Context: an optimization exercise on an open-source flow, tuned for small area. The choices shown serve that exercise and are no tape-out recipe.
In this exercise RTL edits were held to simulation tests only and were not proved equivalent to the original.
Power and IR drop assume default switching activity.

--- flow/design.v ---
`default_nettype none
package game_pkg;
    typedef logic [10:0] coord_t;
    typedef struct packed {
        coord_t top;
        coord_t left;
    } pos_t;
    typedef struct packed {
        logic   live;
        coord_t top;
        coord_t left;
    } shot_t;
    typedef logic [7:0] life_t;     
    typedef logic [3:0] hits_t;     
    localparam coord_t JET_HOME_TOP  = 11'd610;
    localparam coord_t JET_HOME_LEFT = 11'd448;
    localparam coord_t JET_TOP_MIN   = 11'd2;
    localparam coord_t JET_TOP_MAX   = 11'd633;
    localparam coord_t JET_LEFT_MAX  = 11'd896;
    localparam coord_t JET_W         = 11'd128;
    localparam coord_t JET_H         = 11'd105;
    localparam coord_t EN_HOME_TOP  = 11'd38;
    localparam coord_t EN_HOME_LEFT = 11'd340;
    localparam coord_t EN_TOP_MIN   = 11'd34;
    localparam coord_t EN_TOP_MAX   = 11'd200;
    localparam coord_t EN_LEFT_MIN  = 11'd5;
    localparam coord_t EN_LEFT_MAX  = 11'd768;
    localparam coord_t EN_W         = 11'd256;
    localparam coord_t EN_H         = 11'd201;
    localparam int     SHOT_COUNT       = 10;
    localparam int     SHOT_PERIOD      = 1000;
    localparam int     SHOT_SPACING     = 100;
    localparam coord_t SHOT_DY          = 11'd23;
    localparam coord_t SHOT_DX          = 11'd61;
    localparam coord_t SHOT_W           = 11'd9;
    localparam coord_t SHOT_H           = 11'd24;
    localparam coord_t EN_SHOT_DY       = 11'd200;
    localparam coord_t EN_SHOT_DX       = 11'd116;
    localparam coord_t EN_SHOT_SIZE     = 11'd32;
    localparam coord_t EN_SHOT_FLOOR    = 11'd707;
    localparam coord_t EN_SHOT_LEFT_MIN = 11'd5;
    localparam coord_t EN_SHOT_LEFT_MAX = 11'd992;
    localparam int         STREAM_LEN   = 1500;
    localparam int         SPREAD_LEN   = 800;
    localparam int         SPREAD_FIRE  = 300;
    localparam int         BARRAGE_STEP = 2;
    localparam int         DIR_HOLD     = 500;
    localparam logic [7:0] LFSR_SEED    = 8'hff;
    localparam int         LFSR_HOLD    = 100;
    localparam life_t JET_LIFE_FULL = 8'd25;
    localparam life_t EN_LIFE_FULL  = 8'd200;
    localparam logic [3:0] BTN_UP    = 4'b1000;
    localparam logic [3:0] BTN_DOWN  = 4'b0100;
    localparam logic [3:0] BTN_LEFT  = 4'b0010;
    localparam logic [3:0] BTN_RIGHT = 4'b0001;
    function automatic logic boxes_overlap(input pos_t a, input coord_t a_h, input coord_t a_w,
                                           input pos_t b, input coord_t b_h, input coord_t b_w);
        logic [11:0] a_bot;
        logic [11:0] a_rgt;
        logic [11:0] b_bot;
        logic [11:0] b_rgt;
        a_bot = {1'b0, a.top} + {1'b0, a_h};     
        a_rgt = {1'b0, a.left} + {1'b0, a_w};
        b_bot = {1'b0, b.top} + {1'b0, b_h};
        b_rgt = {1'b0, b.left} + {1'b0, b_w};
        boxes_overlap = (({1'b0, a.top} < b_bot) && ({1'b0, b.top} < a_bot) &&
                ({1'b0, a.left} < b_rgt) && ({1'b0, b.left} < a_rgt));
    endfunction
endpackage
`default_nettype wire
`timescale 1ns/1ps
`default_nettype none
module jet_motion (
    input  wire             CLK_Scan,
    input  wire             rst_n,
    input  wire             start,
    input  wire [3:0]       btn,
    output game_pkg::pos_t  jet_pos
);
    logic go_up;
    logic go_down;
    logic go_left;
    logic go_right;
    always_comb
    begin
        go_up    = 1'b0;
        go_down  = 1'b0;
        go_left  = 1'b0;
        go_right = 1'b0;
        case (btn)
            game_pkg::BTN_UP:    go_up    = 1'b1;
            game_pkg::BTN_DOWN:  go_down  = 1'b1;
            game_pkg::BTN_LEFT:  go_left  = 1'b1;
            game_pkg::BTN_RIGHT: go_right = 1'b1;
            game_pkg::BTN_UP | game_pkg::BTN_LEFT:
            begin
                go_up   = 1'b1;
                go_left = 1'b1;
            end
            game_pkg::BTN_UP | game_pkg::BTN_RIGHT:
            begin
                go_up    = 1'b1;
                go_right = 1'b1;
            end
            game_pkg::BTN_DOWN | game_pkg::BTN_LEFT:
            begin
                go_down = 1'b1;
                go_left = 1'b1;
            end
            game_pkg::BTN_DOWN | game_pkg::BTN_RIGHT:
            begin
                go_down  = 1'b1;
                go_right = 1'b1;
            end
            default: ;     
        endcase
    end
    always_ff @(posedge CLK_Scan)
    begin
        if (!rst_n || start)
        begin
            jet_pos.top  <= game_pkg::JET_HOME_TOP;
            jet_pos.left <= game_pkg::JET_HOME_LEFT;
        end
        else
        begin
            if (go_up && jet_pos.top > game_pkg::JET_TOP_MIN)
                jet_pos.top <= jet_pos.top - 11'd1;
            else if (go_down && jet_pos.top < game_pkg::JET_TOP_MAX)
                jet_pos.top <= jet_pos.top + 11'd1;
            if (go_left && jet_pos.left > 11'd0)
                jet_pos.left <= jet_pos.left - 11'd1;
            else if (go_right && jet_pos.left < game_pkg::JET_LEFT_MAX)
                jet_pos.left <= jet_pos.left + 11'd1;
        end
    end
endmodule
`default_nettype wire
`timescale 1ns/1ps
`default_nettype none
module enemy_motion (
    input  wire             CLK_Scan,
    input  wire             rst_n,
    input  wire             start,
    output game_pkg::pos_t  enemy_pos
);
    localparam int LFSR_CNT_W = $clog2(game_pkg::LFSR_HOLD + 1);
    localparam int DIR_CNT_W  = $clog2(game_pkg::DIR_HOLD + 1);
    logic [7:0]            lfsr;
    logic [7:0]            lfsr_next;
    logic [LFSR_CNT_W-1:0] lfsr_cnt;
    logic [DIR_CNT_W-1:0]  dir_cnt;
    logic [2:0]            dir;
    logic                  can_down;
    logic                  can_up;
    logic                  can_left;
    logic                  can_right;
    assign lfsr_next = {lfsr[0] ^ lfsr[7], lfsr[7], lfsr[6] ^ lfsr[7], lfsr[5] ^ lfsr[7],
                        lfsr[4], lfsr[3] ^ lfsr[7], lfsr[2] ^ lfsr[7], lfsr[1]};
    assign can_down  = enemy_pos.top < game_pkg::EN_TOP_MAX;
    assign can_up    = enemy_pos.top > game_pkg::EN_TOP_MIN;
    assign can_left  = enemy_pos.left > game_pkg::EN_LEFT_MIN;
    assign can_right = enemy_pos.left < game_pkg::EN_LEFT_MAX;
    always_ff @(posedge CLK_Scan)
    begin
        if (!rst_n || start)
        begin
            lfsr     <= game_pkg::LFSR_SEED;
            lfsr_cnt <= '0;
        end
        else if (lfsr_cnt == LFSR_CNT_W'(game_pkg::LFSR_HOLD))
        begin
            lfsr_cnt <= '0;
            lfsr     <= lfsr_next;
        end
        else
            lfsr_cnt <= lfsr_cnt + 1'b1;
    end
    always_ff @(posedge CLK_Scan)
    begin
        if (!rst_n || start)
        begin
            enemy_pos.top  <= game_pkg::EN_HOME_TOP;
            enemy_pos.left <= game_pkg::EN_HOME_LEFT;
            dir_cnt        <= '0;
            dir            <= 3'd0;     
        end
        else
        begin
            if (dir_cnt == DIR_CNT_W'(game_pkg::DIR_HOLD))
            begin
                dir_cnt <= '0;
                dir     <= {lfsr[3], lfsr[6], lfsr[2]};
            end
            else
                dir_cnt <= dir_cnt + 1'b1;
            case (dir)
                3'd0: if (can_down) enemy_pos.top <= enemy_pos.top + 11'd1;
                3'd1: if (can_right) enemy_pos.left <= enemy_pos.left + 11'd1;
                3'd2: if (can_up) enemy_pos.top <= enemy_pos.top - 11'd1;
                3'd3: if (can_left) enemy_pos.left <= enemy_pos.left - 11'd1;
                3'd4: if (can_down && can_right)     
                begin
                    enemy_pos.top  <= enemy_pos.top + 11'd1;
                    enemy_pos.left <= enemy_pos.left + 11'd1;
                end
                3'd5: if (can_down && can_left)
                begin
                    enemy_pos.top  <= enemy_pos.top + 11'd1;
                    enemy_pos.left <= enemy_pos.left - 11'd1;
                end
                3'd6: if (can_up && can_right)
                begin
                    enemy_pos.top  <= enemy_pos.top - 11'd1;
                    enemy_pos.left <= enemy_pos.left + 11'd1;
                end
                default: if (can_up && can_left)     
                begin
                    enemy_pos.top  <= enemy_pos.top - 11'd1;
                    enemy_pos.left <= enemy_pos.left - 11'd1;
                end
            endcase
        end
    end
endmodule
`default_nettype wire
`timescale 1ns/1ps
`default_nettype none
module shot_volley (
    input  wire                  CLK_Scan,
    input  wire                  rst_n,
    input  wire                  start,
    input  wire game_pkg::pos_t  jet_pos,
    input  wire game_pkg::pos_t  enemy_pos,
    output game_pkg::hits_t      enemy_hits
);
    localparam int CNT_W = $clog2(game_pkg::SHOT_PERIOD + 1);
    logic [CNT_W-1:0]      vol_cnt;
    logic [game_pkg::SHOT_COUNT-1:0]         s_live;
    logic [game_pkg::SHOT_COUNT-1:0][10:0]   s_top;
    logic [game_pkg::SHOT_COUNT-1:0][10:0]   s_left;
    logic [game_pkg::SHOT_COUNT-1:0] hit;
    game_pkg::hits_t                 hit_sum;
    always_comb
    begin
        hit_sum = '0;
        for (int n = 0; n < game_pkg::SHOT_COUNT; n++)
        begin
            hit[n] = s_live[n] &&
                     game_pkg::boxes_overlap(game_pkg::pos_t'({s_top[n], s_left[n]}), game_pkg::SHOT_H, game_pkg::SHOT_W,
                                   enemy_pos, game_pkg::EN_H, game_pkg::EN_W);
            hit_sum = hit_sum + game_pkg::hits_t'(hit[n]);
        end
    end
    always_ff @(posedge CLK_Scan)
    begin
        if (!rst_n || start)
        begin
            vol_cnt    <= '0;
            enemy_hits <= '0;
            for (int n = 0; n < game_pkg::SHOT_COUNT; n++)
                s_live[n] <= 1'b0;
        end
        else
        begin
            vol_cnt    <= (vol_cnt == CNT_W'(game_pkg::SHOT_PERIOD)) ? '0 : vol_cnt + 1'b1;
            enemy_hits <= hit_sum;
            for (int n = 0; n < game_pkg::SHOT_COUNT; n++)
            begin
                if (vol_cnt == CNT_W'((n + 1) * game_pkg::SHOT_SPACING))
                begin
                    s_live[n] <= 1'b1;
                    s_top[n]  <= jet_pos.top - game_pkg::SHOT_DY;
                    s_left[n] <= jet_pos.left + game_pkg::SHOT_DX;
                end
                else if (s_live[n])
                begin
                    if (s_top[n] == '0 || hit[n])
                        s_live[n] <= 1'b0;     
                    else
                        s_top[n] <= s_top[n] - 11'd1;
                end
            end
        end
    end
endmodule
`default_nettype wire
`timescale 1ns/1ps
`default_nettype none
module enemy_barrage (
    input  wire                  CLK_Scan,
    input  wire                  rst_n,
    input  wire                  start,
    input  wire game_pkg::pos_t  enemy_pos,
    input  wire game_pkg::pos_t  jet_pos,
    output game_pkg::hits_t      jet_hits
);
    localparam int CNT_W = $clog2(game_pkg::STREAM_LEN + game_pkg::BARRAGE_STEP + 1);
    logic [CNT_W-1:0]      bar_cnt;
    logic [2:0]            pat_idx;     
    logic                  stream;
    logic                  pat_end;
    logic [game_pkg::SHOT_COUNT-1:0]         s_live;
    logic [game_pkg::SHOT_COUNT-1:0][10:0]   s_top;
    logic [game_pkg::SHOT_COUNT-1:0][10:0]   s_left;
    logic [game_pkg::SHOT_COUNT-1:0] spawn;
    logic [game_pkg::SHOT_COUNT-1:0] retire;
    logic [game_pkg::SHOT_COUNT-1:0] hit;
    game_pkg::hits_t                 hit_sum;
    assign stream  = pat_idx < 3'd2;
    assign pat_end = stream ? (bar_cnt >= CNT_W'(game_pkg::STREAM_LEN)) : (bar_cnt >= CNT_W'(game_pkg::SPREAD_LEN));
    always_comb
    begin
        hit_sum = '0;
        for (int n = 0; n < game_pkg::SHOT_COUNT; n++)
        begin
            spawn[n] = stream ? (bar_cnt == CNT_W'((n + 1) * game_pkg::SHOT_SPACING))
                              : (bar_cnt == CNT_W'(game_pkg::SPREAD_FIRE));
            retire[n] = s_live[n] &&
                        (s_top[n] >= game_pkg::EN_SHOT_FLOOR ||
                         (!stream && (s_left[n] <= game_pkg::EN_SHOT_LEFT_MIN ||
                                      s_left[n] >= game_pkg::EN_SHOT_LEFT_MAX)));
            hit[n] = s_live[n] && !retire[n] && !pat_end &&
                     game_pkg::boxes_overlap(game_pkg::pos_t'({s_top[n], s_left[n]}),
                                   game_pkg::EN_SHOT_SIZE, game_pkg::EN_SHOT_SIZE, jet_pos, game_pkg::JET_H, game_pkg::JET_W);
            hit_sum = hit_sum + game_pkg::hits_t'(hit[n]);
        end
    end
    always_ff @(posedge CLK_Scan)
    begin
        if (!rst_n || start)
        begin
            bar_cnt  <= '0;
            pat_idx  <= 3'd0;
            jet_hits <= '0;
            for (int n = 0; n < game_pkg::SHOT_COUNT; n++)
                s_live[n] <= 1'b0;
        end
        else
        begin
            jet_hits <= hit_sum;
            if (pat_end)
            begin
                bar_cnt <= '0;
                pat_idx <= (pat_idx == 3'd5) ? 3'd0 : pat_idx + 3'd1;
            end
            else
                bar_cnt <= bar_cnt + CNT_W'(game_pkg::BARRAGE_STEP);
            for (int n = 0; n < game_pkg::SHOT_COUNT; n++)
            begin
                if (pat_end)
                    s_live[n] <= 1'b0;     
                else if (spawn[n])
                begin
                    s_live[n] <= 1'b1;
                    s_top[n]  <= enemy_pos.top + game_pkg::EN_SHOT_DY;
                    s_left[n] <= enemy_pos.left + game_pkg::EN_SHOT_DX;
                end
                else if (s_live[n])
                begin
                    if (retire[n] || hit[n])
                        s_live[n] <= 1'b0;
                    else
                    begin
                        s_top[n] <= s_top[n] + 11'd2;     
                        if (!stream && n % 2 == 0)
                            s_left[n] <= s_left[n] + game_pkg::coord_t'(n / 2);
                        else if (!stream)
                            s_left[n] <= s_left[n] - game_pkg::coord_t'(n / 2);
                    end
                end
            end
        end
    end
endmodule
`default_nettype wire
`timescale 1ns/1ps
`default_nettype none
module life_tracker (
    input  wire                   CLK_Scan,
    input  wire                   rst_n,
    input  wire                   start,
    input  wire game_pkg::hits_t  enemy_hits,
    input  wire game_pkg::hits_t  jet_hits,
    output game_pkg::life_t       jet_life,
    output game_pkg::life_t       enemy_life,
    output logic                  over,
    output logic                  result     
);
    function automatic game_pkg::life_t sat_sub(input game_pkg::life_t life, input game_pkg::hits_t hits);
        sat_sub = (life > game_pkg::life_t'(hits)) ? life - game_pkg::life_t'(hits) : '0;
    endfunction
    always_ff @(posedge CLK_Scan)
    begin
        if (!rst_n || start)
        begin
            jet_life   <= game_pkg::JET_LIFE_FULL;
            enemy_life <= game_pkg::EN_LIFE_FULL;
            over       <= 1'b0;
            result     <= 1'b0;
        end
        else
        begin
            if (jet_life != '0 && enemy_life != '0)     
            begin
                jet_life   <= sat_sub(jet_life, jet_hits);
                enemy_life <= sat_sub(enemy_life, enemy_hits);
            end
            if (jet_life == '0 || enemy_life == '0)
                over <= 1'b1;
            result <= (enemy_life == '0);
        end
    end
endmodule
`default_nettype wire
`timescale 1ns/1ps
`default_nettype none
module game_core (
    input  wire                   CLK_Scan,
    input  wire                   rst_n,
    input  wire                   start,
    input  wire [3:0]             btn,
    output wire [21:0]            jet_pos,
    output wire [21:0]            enemy_pos,
    output wire [7:0]             jet_life,
    output wire [7:0]             enemy_life,
    output wire                   over,
    output wire                   result
);
    game_pkg::hits_t enemy_hits;     
    game_pkg::hits_t jet_hits;
    jet_motion u_jet (
        .CLK_Scan (CLK_Scan),
        .rst_n    (rst_n),
        .start    (start),
        .btn      (btn),
        .jet_pos  (jet_pos)
    );
    enemy_motion u_enemy (
        .CLK_Scan  (CLK_Scan),
        .rst_n     (rst_n),
        .start     (start),
        .enemy_pos (enemy_pos)
    );
    shot_volley u_volley (
        .CLK_Scan   (CLK_Scan),
        .rst_n      (rst_n),
        .start      (start),
        .jet_pos    (jet_pos),
        .enemy_pos  (enemy_pos),
        .enemy_hits (enemy_hits)
    );
    enemy_barrage u_barrage (
        .CLK_Scan  (CLK_Scan),
        .rst_n     (rst_n),
        .start     (start),
        .enemy_pos (enemy_pos),
        .jet_pos   (jet_pos),
        .jet_hits  (jet_hits)
    );
    life_tracker u_life (
        .CLK_Scan   (CLK_Scan),
        .rst_n      (rst_n),
        .start      (start),
        .enemy_hits (enemy_hits),
        .jet_hits   (jet_hits),
        .jet_life   (jet_life),
        .enemy_life (enemy_life),
        .over       (over),
        .result     (result)
    );
endmodule
`default_nettype wire
--- flow/run.sh ---
#!/bin/bash
# synth_recipe.tcl (not shown) runs the flow's synth.tcl, then flattens the netlist and writes it again
# the make line also repeats each setting of config.mk as NAME=value (left out here)
make -C /OpenROAD-flow-scripts/flow DESIGN_CONFIG=/design/flow/config.mk WORK_HOME=/design/flow/orfs CLKGATE_MAP_FILE= SYNTH_SCRIPT=/design/flow/synth_recipe.tcl finish
--- flow/config.mk ---
export PLATFORM = sky130hd
export DESIGN_NAME = game_core
export DESIGN_NICKNAME = game_core
export VERILOG_FILES = /design/flow/design.v
export SDC_FILE = /design/flow/constraint.sdc
export NUM_CORES = 4
export LEC_CHECK = 0
export CAP_MARGIN = 20
export CORE_MARGIN = 2
export CORE_UTILIZATION = 40
export SLEW_MARGIN = 20
--- flow/constraint.sdc ---
create_clock -name core_clock -period 7.5 [get_ports {CLK_Scan}]
set_input_delay 1.5000 -clock core_clock [delete_from_list [all_inputs] [get_ports {CLK_Scan}]]
set_output_delay 1.5000 -clock core_clock [all_outputs]
set_load 0.01 [all_outputs]
==> summary.txt <==
Synthesis
  • Sequential fraction of the synthesis area: 29.9%
  • Syn Inst Count: 5908
  • Post-synth EDFFs: 440
  • Yosys top cell area share: 24.7%
  • Synth Area in Compound Gates: 17.6%
  • Syn Area/Cell: 9.06 µm²
  • Adder-cell share of the synthesized area: 22.3%
  • Asr flop ratio synth: 0%
  • Yosys Warn Count: 5
  • Synth Register Bits: 580
  • Largest family of logic cells by synthesized area: adder cells
  • Multiplexer share of the synthesized area: 1.05%
  • Xor/xnor cell area share of the yosys netlist: 9.61%
  • Synth top cells by count: ha_1 (914), nor2_1 (556), a21oi_1 (484), edfxtp_1 (440), nand2_1 (346)
  • Net Count, Synth: 6847
  • Cell taking the most area after synthesis: edfxtp_1
  • Yosys cell types: 98
  • Synth Cell Area: 53500 µm²
  • Post-synthesis simple-gate area fraction: 15.3%
  • Post-synth top flop: edfxtp_1
  • Most frequent cell after synthesis: ha_1
  • Largest cells by area after synthesis: edfxtp_1 (25%), ha_1 (21%), dfxtp_1 (5.2%)

Global route
  • Total GRT Usage: 25.6%
  • Met1 GRT Util: 34.5%
  • First-pass GRT wire length: 269 mm
  • Grt total ovfl: 0
  • GRT busiest layer: met2
  • Vias in the first global route: 44.1k
  • Met2 GRT Util: 41.2%
  • Initial antenna violation count: 1
  • Met3 Use GR: 3.58%
  • Largest net degree at the start of global routing: 45

Floorplan
  • Row count: 134
  • Starting density of the core: 40.2%
  • Die width: 370 µm
  • Ports: 69
  • Core Footprint: 133000 µm²
  • Die height: 370 µm
  • DIE AREA: 137000 µm²

Critical path
  • Reg-to-Reg Start: u_jet.jet_pos[13]
  • Crit path launch: u_jet.jet_pos[13]
  • Crit path kind: flop to flop
  • Worst EP arrival: 7260 ps
  • Critical path peak fanout: 12
  • Crit. End Element: flop
  • Worst Path Required: 8070 ps
  • Startpoint types: flop

Status
  • Status: complete, no violations

Detailed routing
  • Via count: 45.8k
  • Detailed-route wire length per cell: 22.9 µm
  • Drt via density: 5.88
  • Drt total wl: 179 mm
  • Pre-Repair DR Iteration Count: 6
  • DRT iter0 DRCs: 3774
  • DRC: 0
  • Post-route ant nets: 0

Placed design
  • IO Port Bufs: 68
  • Hpwl dp: 128 mm
  • Cell Area, Placed: 56800 µm²
  • Gpl congestion: 0.939

Timing
  • Tmin final: 6690 ps
  • RSZ-0062 raised after global routing: false
  • Final setup violation count: 0
  • Worst Tran Pin Value: 1150 ps
  • Final Hold Vio Count: 0
  • Final Max Tran Viols: 0
  • Final Skew: 26.0 ps
  • Final period util: 89.2%
  • Worst slew margin: 22.8%
  • Final setup TNS: 0 ps
  • Max Freq: 0.149 GHz

Clock tree
  • Clock Tree Buf Depth: 3
  • CTS Hold Buffers Added: 0
  • Clock latency on the worst-skew pair: 680 ps
  • Clock sinks: 580
  • CTS root buf: clkbuf_16
  • TritonCTS clock tree: built
  • Post-CTS sizing: 0
  • # Post-CTS Setup Buffers: 0
  • Register clock-pin slew on the reported worst setup and hold paths: 60 ps
  • Num CTS Buffers: 76
  • H-tree lvl count: 3

Power and ir drop
  • Power Total: 7.89 mW
  • Peak VDD IR: 0.000139 V
  • Pwr/cell area: 133 nW/µm²
  • P_leak: 24.3 nW

Flow run
  • Max cap viols: 0

Worst hold path
  • Worst hold start: u_enemy.lfsr_cnt[0]
  • HP Class: flop to flop

Cells and area
  • P&R area growth vs syn: 11.0%
  • Layout fillers: 12.9k
  • Design Area, Final: 59400 µm²
  • Fin nets: 6905
  • Reg area: 16000 µm²
  • Area of the multi-input gates: 35500 µm²
  • Layout cell share with drive strength beyond 1: 6.24%
  • Post-layout util: 44.6%
-- metrics by stage --
stage | setup slack (ps) | std cells | hold WS [ps]
floorplan | 1080 | 5908 | 430
global placement | 957 | 7655 | 445
detailed placement | 921 | 7656 | 455
CTS | 903 | 7795 | 469
global route | 641 | 7795 | 490
finish | 807 | 7797 | 463
-- area by class of cell --
| class | instances | share of cell area, % |
|---|---|---|
| diodes | 2 | 0.00843 |
| flip-flops and latches | 580 | 27.0 |
| well taps | 1768 | 3.72 |
| clock buffers | 102 | 3.79 |
| inverters | 325 | 2.05 |
| multi-input cells | 4763 | 59.8 |
| repair buffers | 220 | 3.07 |
| clock inverters | 37 | 0.609 |
-- worst max-delay path, stage by stage (launching register included) --
cell	delay [ps]
dfxtp_1	470
a31o_2	330
a21oi_1	490
xnor2_1	180
buf_4	310
inv_1	430
ha_1	440
a211o_1	90
o221ai_1	110
maj3_1	390
o211ai_2	160
inv_1	60
ha_1	320
inv_1	70
fa_1	510
fa_1	550
inv_1	60
fa_1	490
inv_1	50
fa_1	400
inv_1	100
fa_1	420
and2_1	140
-- registers in the layout, summed over array words and instances (netlist names) --
signal and flops:
u_barrage.bar_cnt 10, u_barrage.jet_hits 4, u_barrage.pat_idx 3, u_barrage.s_left 110, u_barrage.s_live 10, u_barrage.s_top 110
u_enemy.dir 3, u_enemy.dir_cnt 9, u_enemy.enemy_pos 22, u_enemy.lfsr 8, u_enemy.lfsr_cnt 7, u_jet.jet_pos 22
u_life.enemy_life 8, u_life.jet_life 8, u_life.over 1, u_life.result 1, u_volley.enemy_hits 4, u_volley.s_left 110
u_volley.s_live 10, u_volley.s_top 110, u_volley.vol_cnt 10
-- report_power, final --
part	internal (mW)	leakage, nW	total, mW	switching (mW)
clock network	2.34	1.29	3.88	1.54
registers	3.43	5.51	3.45	0.0170
logic	0.189	17.5	0.558	0.369
total	5.96	24.3	7.89	1.93
-- path summary, 6_finish.rpt --
| check | endpoint | slack [ps] | cells after the start |
|---|---|---|---|
| setup reg to reg | u_barrage.jet_hits[1] | 810 | 22 |
| hold / removal | u_enemy.lfsr_cnt[0] | 460 | 1 |
| setup / recovery | u_barrage.jet_hits[1] | 810 | 22 |
| hold reg to reg | u_enemy.lfsr_cnt[0] | 460 | 1 |
-- per-layer routing --
| metal | share of wire, % | routed length [µm] | up-vias |
|---|---|---|---|
| met5 | 0 | 0 | - |
| met4 | 4.5 | 7960 | 0 |
| met3 | 6.3 | 11200 | 362 |
| met2 | 45 | 79600 | 1530 |
| met1 | 45 | 79800 | 22200 |
| li1 | - | - | 21700 |
-- cells by family after synthesis --
family | after synthesis
xor+xnor | 585
mux | 56
compound gates | 1478
fa+ha+maj | 945
buf+inv | 565
simple gates | 1699
flops | 580
-- layout by cell type, fill, tap and decap left out, drive strengths merged, types with 20 or more instances in the layout --
| master | count |
|---|---|
| o21a | 85 |
| and2 | 22 |
| clkbuf | 102 |
| clkinv | 29 |
| ha | 914 |
| o21ai | 315 |
| nand4 | 68 |
| nand2 | 346 |
| nand2b | 87 |
| o22ai | 28 |
| nand3 | 185 |
| nor2b | 46 |
| nor3 | 116 |
| inv | 323 |
| xnor2 | 320 |
| clkdlybuf4s50 | 68 |
| and3 | 87 |
| edfxtp | 440 |
| a21oi | 486 |
| a211oi | 52 |
| nor4 | 46 |
| o211ai | 72 |
| nor2 | 558 |
| or3 | 30 |
| dfxtp | 140 |
| a2111oi | 24 |
| xor2 | 265 |
| or2 | 22 |
| o2111ai | 36 |
| mux2i | 56 |
| a21o | 113 |
| a21boi | 25 |
| a221oi | 20 |
| buf | 152 |
| a31oi | 46 |

[what the ideal ports hide]
In the flow no input, the clock included, has a driving cell. The finished layout below was timed again as built, in two steps.
Step 1 sets driving cells, clkbuf_16 on the clock port and buf_2 on the other inputs (assumed; they add their load-dependent delay and slew).
Step 2 moves the port delays by t, midway between the first and last clock arrival at a register: inputs arrive t later, outputs are due t later. That takes back most of the time a late clock gives input paths.
Three values: no drivers, after step 1, after step 2; two values: the first two.
shift t [ns]: 0.744
slack for setup (ns): 0.807 / 0.807 / 0.807
hold WS [ns]: 0.463 / 0.463 / 0.463
slew at the worst register clock pin (ns): 0.07 / 0.07
cell pins on the clock port's net: 1
After both steps this run still meets setup and hold. The setup slack of this run moves by 0.000 ns with the drivers and by 0.000 ns with both steps.
